This design comes from an exercise in tuning for small area and a short achievable clock period on the open sky130 flow, not from production work. Function was checked by simulation only, so behaviour that the tests miss may differ from the original. Power is estimated from default activity; no workload was simulated.

## design.v

```verilog
`default_nettype none
package xbar_pkg;
	localparam int PORT_COUNT = 4;
	localparam int PORT_WIDTH = 2;
	localparam int CTRL_WIDTH = 8;
	localparam int DATA_WIDTH = 32;
	localparam int DEST_LSB = 0;
	localparam int QUEUE_DEPTH = 8;
	localparam int PTR_WIDTH = $clog2(QUEUE_DEPTH);
	localparam int COUNT_WIDTH = PTR_WIDTH + 1;
	localparam logic [COUNT_WIDTH-1:0] QUEUE_FULL_COUNT = COUNT_WIDTH'(QUEUE_DEPTH);
	localparam int WORD_WIDTH = CTRL_WIDTH + DATA_WIDTH;
	localparam int CTRL_LSB = DATA_WIDTH;
	localparam int BEAT_WIDTH = WORD_WIDTH + 1;
	localparam int VALID_BIT = WORD_WIDTH;
	localparam int GRANT_WIDTH = PORT_WIDTH + 1;
	localparam int GRANT_VALID_BIT = PORT_WIDTH;
endpackage
`default_nettype wire
`default_nettype none
module ingress_queue (
	input  wire logic                            clk,
	input  wire logic                            rst,
	input  wire logic                            write,
	input  wire logic [xbar_pkg::WORD_WIDTH-1:0] word_in,
	input  wire logic                            pop,
	output logic [xbar_pkg::WORD_WIDTH-1:0]      head,
	output logic                                 empty
);
	logic [xbar_pkg::WORD_WIDTH-1:0] mem [xbar_pkg::QUEUE_DEPTH];
	logic [xbar_pkg::PTR_WIDTH-1:0]   rd_ptr;
	logic [xbar_pkg::PTR_WIDTH-1:0]   wr_ptr;
	logic [xbar_pkg::COUNT_WIDTH-1:0] count;
	logic full;
	logic do_write;
	logic do_pop;
	assign full  = (count == xbar_pkg::QUEUE_FULL_COUNT);
	assign empty = (count == '0);
	assign do_write = write & ~full;
	assign do_pop   = pop & ~empty;
	assign head = mem[rd_ptr];
	always_ff @(posedge clk) begin
		if (do_write) begin
			mem[wr_ptr] <= word_in;
		end
	end
	always_ff @(posedge clk or negedge rst) begin
		if (!rst) begin
			wr_ptr <= '0;
		end else if (do_write) begin
			wr_ptr <= wr_ptr + 1'b1;
		end
	end
	always_ff @(posedge clk or negedge rst) begin
		if (!rst) begin
			rd_ptr <= '0;
		end else if (do_pop) begin
			rd_ptr <= rd_ptr + 1'b1;
		end
	end
	always_ff @(posedge clk or negedge rst) begin
		if (!rst) begin
			count <= '0;
		end else begin
			case ({do_write, do_pop})
				2'b10: begin
					count <= count + 1'b1;
				end
				2'b01: begin
					count <= count - 1'b1;
				end
				default: begin
					count <= count;
				end
			endcase
		end
	end
endmodule
`default_nettype wire
`default_nettype none
module port_allocator (
	input  wire logic [xbar_pkg::PORT_COUNT*xbar_pkg::WORD_WIDTH-1:0] head,
	input  wire logic [xbar_pkg::PORT_COUNT-1:0]                      empty,
	output logic [xbar_pkg::PORT_COUNT-1:0]                           pop,
	output logic [xbar_pkg::PORT_COUNT*xbar_pkg::GRANT_WIDTH-1:0]     grant
);
	logic [xbar_pkg::PORT_WIDTH-1:0] dest [xbar_pkg::PORT_COUNT];
	logic [xbar_pkg::PORT_COUNT-1:0][xbar_pkg::PORT_COUNT-1:0] req;
	logic [xbar_pkg::PORT_COUNT-1:0] grant_valid;
	logic [xbar_pkg::PORT_WIDTH-1:0] grant_src [xbar_pkg::PORT_COUNT];
	always_comb begin
		for (int i = 0; i < xbar_pkg::PORT_COUNT; i++) begin
			dest[i] = head[i*xbar_pkg::WORD_WIDTH + xbar_pkg::CTRL_LSB + xbar_pkg::DEST_LSB +: xbar_pkg::PORT_WIDTH];
		end
	end
	always_comb begin
		req = '0;
		for (int i = 0; i < xbar_pkg::PORT_COUNT; i++) begin
			if (!empty[i]) begin
				req[dest[i]][i] = 1'b1;
			end
		end
	end
	always_comb begin
		for (int p = 0; p < xbar_pkg::PORT_COUNT; p++) begin
			grant_valid[p] = 1'b0;
			grant_src[p]   = '0;
			for (int i = 0; i < xbar_pkg::PORT_COUNT; i++) begin
				if (req[p][i] && !grant_valid[p]) begin
					grant_valid[p] = 1'b1;
					grant_src[p]   = i[xbar_pkg::PORT_WIDTH-1:0];
				end
			end
		end
	end
	always_comb begin
		for (int p = 0; p < xbar_pkg::PORT_COUNT; p++) begin
			grant[p*xbar_pkg::GRANT_WIDTH +: xbar_pkg::GRANT_WIDTH] = {grant_valid[p], grant_src[p]};
		end
	end
	always_comb begin
		pop = '0;
		for (int p = 0; p < xbar_pkg::PORT_COUNT; p++) begin
			if (grant_valid[p]) begin
				pop[grant_src[p]] = 1'b1;
			end
		end
	end
endmodule
`default_nettype wire
`default_nettype none
module output_switch (
	input  wire logic                                                 clk,
	input  wire logic                                                 rst,
	input  wire logic [xbar_pkg::PORT_COUNT*xbar_pkg::GRANT_WIDTH-1:0] grant,
	input  wire logic [xbar_pkg::PORT_COUNT*xbar_pkg::WORD_WIDTH-1:0]  head,
	output logic [xbar_pkg::PORT_COUNT*xbar_pkg::BEAT_WIDTH-1:0]       egress
);
	for (genvar p = 0; p < xbar_pkg::PORT_COUNT; p++) begin : g_egress
		logic                            grant_valid;
		logic [xbar_pkg::PORT_WIDTH-1:0] grant_src;
		logic [xbar_pkg::WORD_WIDTH-1:0] selected;
		assign grant_valid = grant[p*xbar_pkg::GRANT_WIDTH + xbar_pkg::GRANT_VALID_BIT];
		assign grant_src   = grant[p*xbar_pkg::GRANT_WIDTH +: xbar_pkg::PORT_WIDTH];
		assign selected = head[grant_src*xbar_pkg::WORD_WIDTH +: xbar_pkg::WORD_WIDTH];
		always_ff @(posedge clk or negedge rst) begin
			if (!rst) begin
				egress[p*xbar_pkg::BEAT_WIDTH + xbar_pkg::VALID_BIT] <= 1'b0;
			end else begin
				egress[p*xbar_pkg::BEAT_WIDTH + xbar_pkg::VALID_BIT] <= grant_valid;
			end
		end
		always_ff @(posedge clk or negedge rst) begin
			if (!rst) begin
				egress[p*xbar_pkg::BEAT_WIDTH +: xbar_pkg::WORD_WIDTH] <= '0;
			end else if (grant_valid) begin
				egress[p*xbar_pkg::BEAT_WIDTH +: xbar_pkg::WORD_WIDTH] <= selected;
			end
		end
	end
endmodule
`default_nettype wire
`default_nettype none
module xbar_top (
	input  wire logic                                                 clk,
	input  wire logic                                                 rst,
	input  wire logic [xbar_pkg::PORT_COUNT*xbar_pkg::BEAT_WIDTH-1:0] ingress,
	output wire logic [xbar_pkg::PORT_COUNT*xbar_pkg::BEAT_WIDTH-1:0] egress
);
	wire logic [xbar_pkg::PORT_COUNT*xbar_pkg::WORD_WIDTH-1:0] head;
	wire logic [xbar_pkg::PORT_COUNT-1:0]                      empty;
	wire logic [xbar_pkg::PORT_COUNT-1:0]                       pop;
	wire logic [xbar_pkg::PORT_COUNT*xbar_pkg::GRANT_WIDTH-1:0] grant;
	for (genvar i = 0; i < xbar_pkg::PORT_COUNT; i++) begin : g_queue
		ingress_queue u_ingress_queue (
			.clk     (clk),
			.rst     (rst),
			.write   (ingress[i*xbar_pkg::BEAT_WIDTH + xbar_pkg::VALID_BIT]),
			.word_in (ingress[i*xbar_pkg::BEAT_WIDTH +: xbar_pkg::WORD_WIDTH]),
			.pop     (pop[i]),
			.head    (head[i*xbar_pkg::WORD_WIDTH +: xbar_pkg::WORD_WIDTH]),
			.empty   (empty[i])
		);
	end
	port_allocator u_port_allocator (
		.head  (head),
		.empty (empty),
		.pop   (pop),
		.grant (grant)
	);
	output_switch u_output_switch (
		.clk    (clk),
		.rst    (rst),
		.grant  (grant),
		.head   (head),
		.egress (egress)
	);
endmodule
`default_nettype wire
```

## run.sh

```bash
#!/bin/bash
# synth_recipe.tcl (not shown) runs the flow's synth.tcl, then flattens the netlist and writes it again
# the make line also repeats each setting of config.mk as NAME=value (left out here)
make -C /OpenROAD-flow-scripts/flow DESIGN_CONFIG=/design/flow/config.mk WORK_HOME=/design/flow/orfs CLKGATE_MAP_FILE= SYNTH_SCRIPT=/design/flow/synth_recipe.tcl finish
```

## config.mk

```make
export PLATFORM = sky130hd
export DESIGN_NAME = xbar_top
export DESIGN_NICKNAME = xbar_top
export VERILOG_FILES = /design/flow/design.v
export SDC_FILE = /design/flow/constraint.sdc
export NUM_CORES = 4
export LEC_CHECK = 0
export CAP_MARGIN = 20
export CORE_MARGIN = 2
export CORE_UTILIZATION = 40
export SLEW_MARGIN = 20
```

## constraint.sdc

```tcl
create_clock -name core_clock -period 4.2 [get_ports {clk}]
set_input_delay 0.8400 -clock core_clock [delete_from_list [all_inputs] [get_ports {clk}]]
set_output_delay 0.8400 -clock core_clock [all_outputs]
set_load 0.01 [all_outputs]
```

==> run summary <==
PD cells=899.1 nW/um2; Post-CTS Setup Bufs=0; Worst VDD drop=1195 uV; # IOs=330; Fillers=12190; Cell Count Post-Placement=5515; # setup viols final=0; critical path's most frequent cell=ha_1; Max FO, Critical Path=7; setup TNS=0 ns; path type of the worst setup path=reg -> reg; 1st-pass router iterations=7; Critical Path, Cell by Cell=mux4_2, o31ai_1, nor2b_4, a2bb2o_4, or3_4, ha_1, ha_1, a21o_1, a21oi_1, xnor2_1, nor2_1, xor2_1; final hold vios=0; DR vias/cell=5.814; Mapped Nets=3510; Setup crit end kind=register; residual DRC count=0; Design Power=64.37 mW; clock slew at reported path FFs=0.06 ns; first-pass GRT wire length=246500 um; Die X=390.7 um; Vias=33770; Core Area=148000 um2; top-area cell type share of the netlist area=64.27%; Startpoint Class=register; Post-synth EDFFs=1280; dominant synthesized flop cell=edfxtp_1; Seq/Total Area, Yosys=72.81%; initial antenna violation count=33; number of max-slew violations in the final report=0; Final Net Count=3934; R2R Path End=g_queue[3].u_ingress_queue.count[3]; Seq cells post-synth=1484; RD Place Congestion=0.8655; Tcrit/Tclk final=95.08%; area grow syn2layout=19.71%; Initial Util=40.40%; result of the run=timing/DRC/antenna clean; maxcap violations=0; Worst Path Arrival=4.65 ns; layout cell share with drive strength beyond 1=21.23%; Mapped Cells=3320; Crit path max-delay family=compound AO/OA/AOI/OAI gates; PostCTS Resize Cnt=0; Distinct cells, synth=53; worst hold slack=0.04816 ns; die height=390.7 um; clk sinks=1484; Hold Crit Class=in -> async; grt ovf=0; largest net degree at the start of global routing=87; CTS Buf Count=156; worst r2r src=g_queue[2].u_ingress_queue.rd_ptr[0]; Rel. slew slack=22.42%; Final ANT Viol Nets=0; clock skew=0.03137 ns; Clock Latency Late Sink=0.79 ns; Syn. warnings=5; Total GRT Usage=22.78%; min Tclk post-route=3.994 ns; Leakage=24.28 nW; worst r2r path cells=12; CP required=4.85 ns; total die area=152600 um2; CTS tree=built; synth top area cells=edfxtp_1 (64%), mux4_2 (12%), dfrtp_1 (8.5%), mux2i_1 (2.0%), nor2_1 (1.4%); Finished Layout Cells=5808; Max stage delay on crit path=0.72 ns; RSZ-0062 raised after global routing=false; Max Fclk=250.4 MHz; CTS Hold Bufs=0; Total Wirelength=174900 um; synthesized area=59800 um2; WL/cell=30.12 um; hpwl dp=111400 um; Critical-path top delay cell=o31ai_1; Synth area leader=edfxtp_1; vias in the first global route=32710; synthesized area per cell=18.01 um2; Worst Tran Pin Value=1.164 ns; asr flop ratio synth=13.75%; port bufs=329; DRT iter0 DRCs=3870; H-tree lvl count=4; R2R Setup Slk=0.21 ns; CP bufs+invs=0; clock root cell=clkbuf_16; Max Root-Sink Buffers=3; Row Count=141
-- worst max path at each step --
stage,from,endpoint,cells after the start
after global routing,g_queue[2].u_ingress_queue.rd_ptr[0],g_queue[3].u_ingress_queue.count[3],12
final,g_queue[2].u_ingress_queue.rd_ptr[0],g_queue[3].u_ingress_queue.count[3],12
after global placement,g_queue[0].u_ingress_queue.rd_ptr[0],g_queue[2].u_ingress_queue.count[3],14
after floorplan,ingress[81],g_queue[1].u_ingress_queue.mem[4][0],3
after detailed placement,g_queue[2].u_ingress_queue.rd_ptr[0],g_queue[3].u_ingress_queue.count[3],12
after CTS,g_queue[2].u_ingress_queue.rd_ptr[0],g_queue[3].u_ingress_queue.count[3],12
-- power breakdown --
group          total [mW]  switching (mW)  leakage, nW  internal, mW
registers            21.7            2.46         13.9          19.2
logic                29.1            17.6         7.89          11.5
clock network        13.6            5.84         2.47          7.76
total                64.4            25.9         24.3          38.5
-- placed cells by master, fill, tap and decap left out, drive strengths merged, types with 59 or more instances in the layout --
cell              n
mux2i           118
dfrtp           204
nor3             59
buf             143
o21ai           101
nor2            217
mux2             64
clkbuf          218
inv              84
a21oi            82
o22ai            75
clkdlybuf4s50   328
edfxtp         1280
mux4            320
nand2           166
a211oi           59
-- worst reg2reg max path, cell delays in order (launching register included) --
cell and delay, ns:
dfrtp_4 0.51, mux4_2 0.62, o31ai_1 0.73, nor2b_4 0.08, a2bb2o_4 0.23, or3_4 0.42, ha_1 0.25, ha_1 0.30
a21o_1 0.18, a21oi_1 0.19, xnor2_1 0.14, nor2_1 0.07, xor2_1 0.14
-- cell type report --
cell class,instances,area [um2],area share (%)
clock inverters,68,704.4,0.9840
inverters,80,300.3,0.4195
flip-flops and latches,1484,43580,60.87
clock buffers,218,4369,6.103
multi-input cells,1551,15500,21.66
well taps,1930,2415,3.373
repair buffers,471,4702,6.568
diodes,6,15.01,0.02097
-- kinds of logic (layout without fill, tap and decap cells) --
family | after synthesis | in the layout | synth area share [%]
fa+ha+maj | 24 | 24 | 0.5524
buf+inv | 285 | 837 | 1.866
mux | 502 | 502 | 15.25
flops | 1484 | 1484 | 72.81
simple gates | 527 | 527 | 3.852
compound gates | 465 | 465 | 5.185
xor+xnor | 33 | 33 | 0.4833
other cells | 0 | 6 | 0
-- stage by stage --
stage               worst slack [ns]  area [um2]  utilization (%)
floorplan                    -0.3044       59840                -
global placement              0.3370       66480            44.91
detailed placement            0.2698       66480            44.91
CTS                           0.2110       71550            48.34
global route                 0.03624       71580            48.36
finish                        0.2065       71590            48.36
-- layer usage --
metal,track usage (%),part of all wire [%]
met5,0,0.061
met4,6.732,2.7
met3,6.892,11
met2,33.72,45
met1,32.52,41
-- synthesized netlist by cell type, types with 38 or more instances --
master	n
edfxtp_1	1280
mux4_2	320
nor2_1	217
dfrtp_1	204
nand2_1	166
clkbuf_1	139
mux2i_1	117
o21ai_0	99
a21oi_1	82
inv_1	77
o22ai_1	75
mux2_2	62
a211oi_1	59
nor3_1	58
buf_1	39
a221o_1	38
a22oi_1	38
o211ai_1	38
-- sequential cells by signal, indices dropped and copies added, names as in the netlist --
name and flops:
g_queue.u_ingress_queue.mem 1280, u_output_switch.egress 164, g_queue.u_ingress_queue.count 16, g_queue.u_ingress_queue.rd_ptr 12, g_queue.u_ingress_queue.wr_ptr 12

[static timing again, ports no longer ideal]
In the flow no input, the clock included, has a driving cell. The finished layout below was timed again as built, in two steps.
Step 1 (the two cells are an assumption about what drives the block):
set clk [get_ports {clk}]
set_driving_cell -lib_cell sky130_fd_sc_hd__clkbuf_16 $clk
set_driving_cell -lib_cell sky130_fd_sc_hd__buf_2 [delete_from_list [all_inputs] $clk]
Step 2 moves the port delays by t, midway between the first and last clock arrival at a register: inputs arrive t later, outputs are due t later. That takes back most of the time a late clock gives input paths.
a / b / c = ideal ports / drivers / drivers and shift; a / b = the first two.
t (ns): 0.859
setup slack, ns: 0.206 / 0.206 / 0.206
clock arrival spread, ns: 0.037 / 0.037
After both steps setup and hold are still met in this run. For this run, drivers alone change the setup slack by 0.000 ns; drivers and shift together by 0.000 ns.
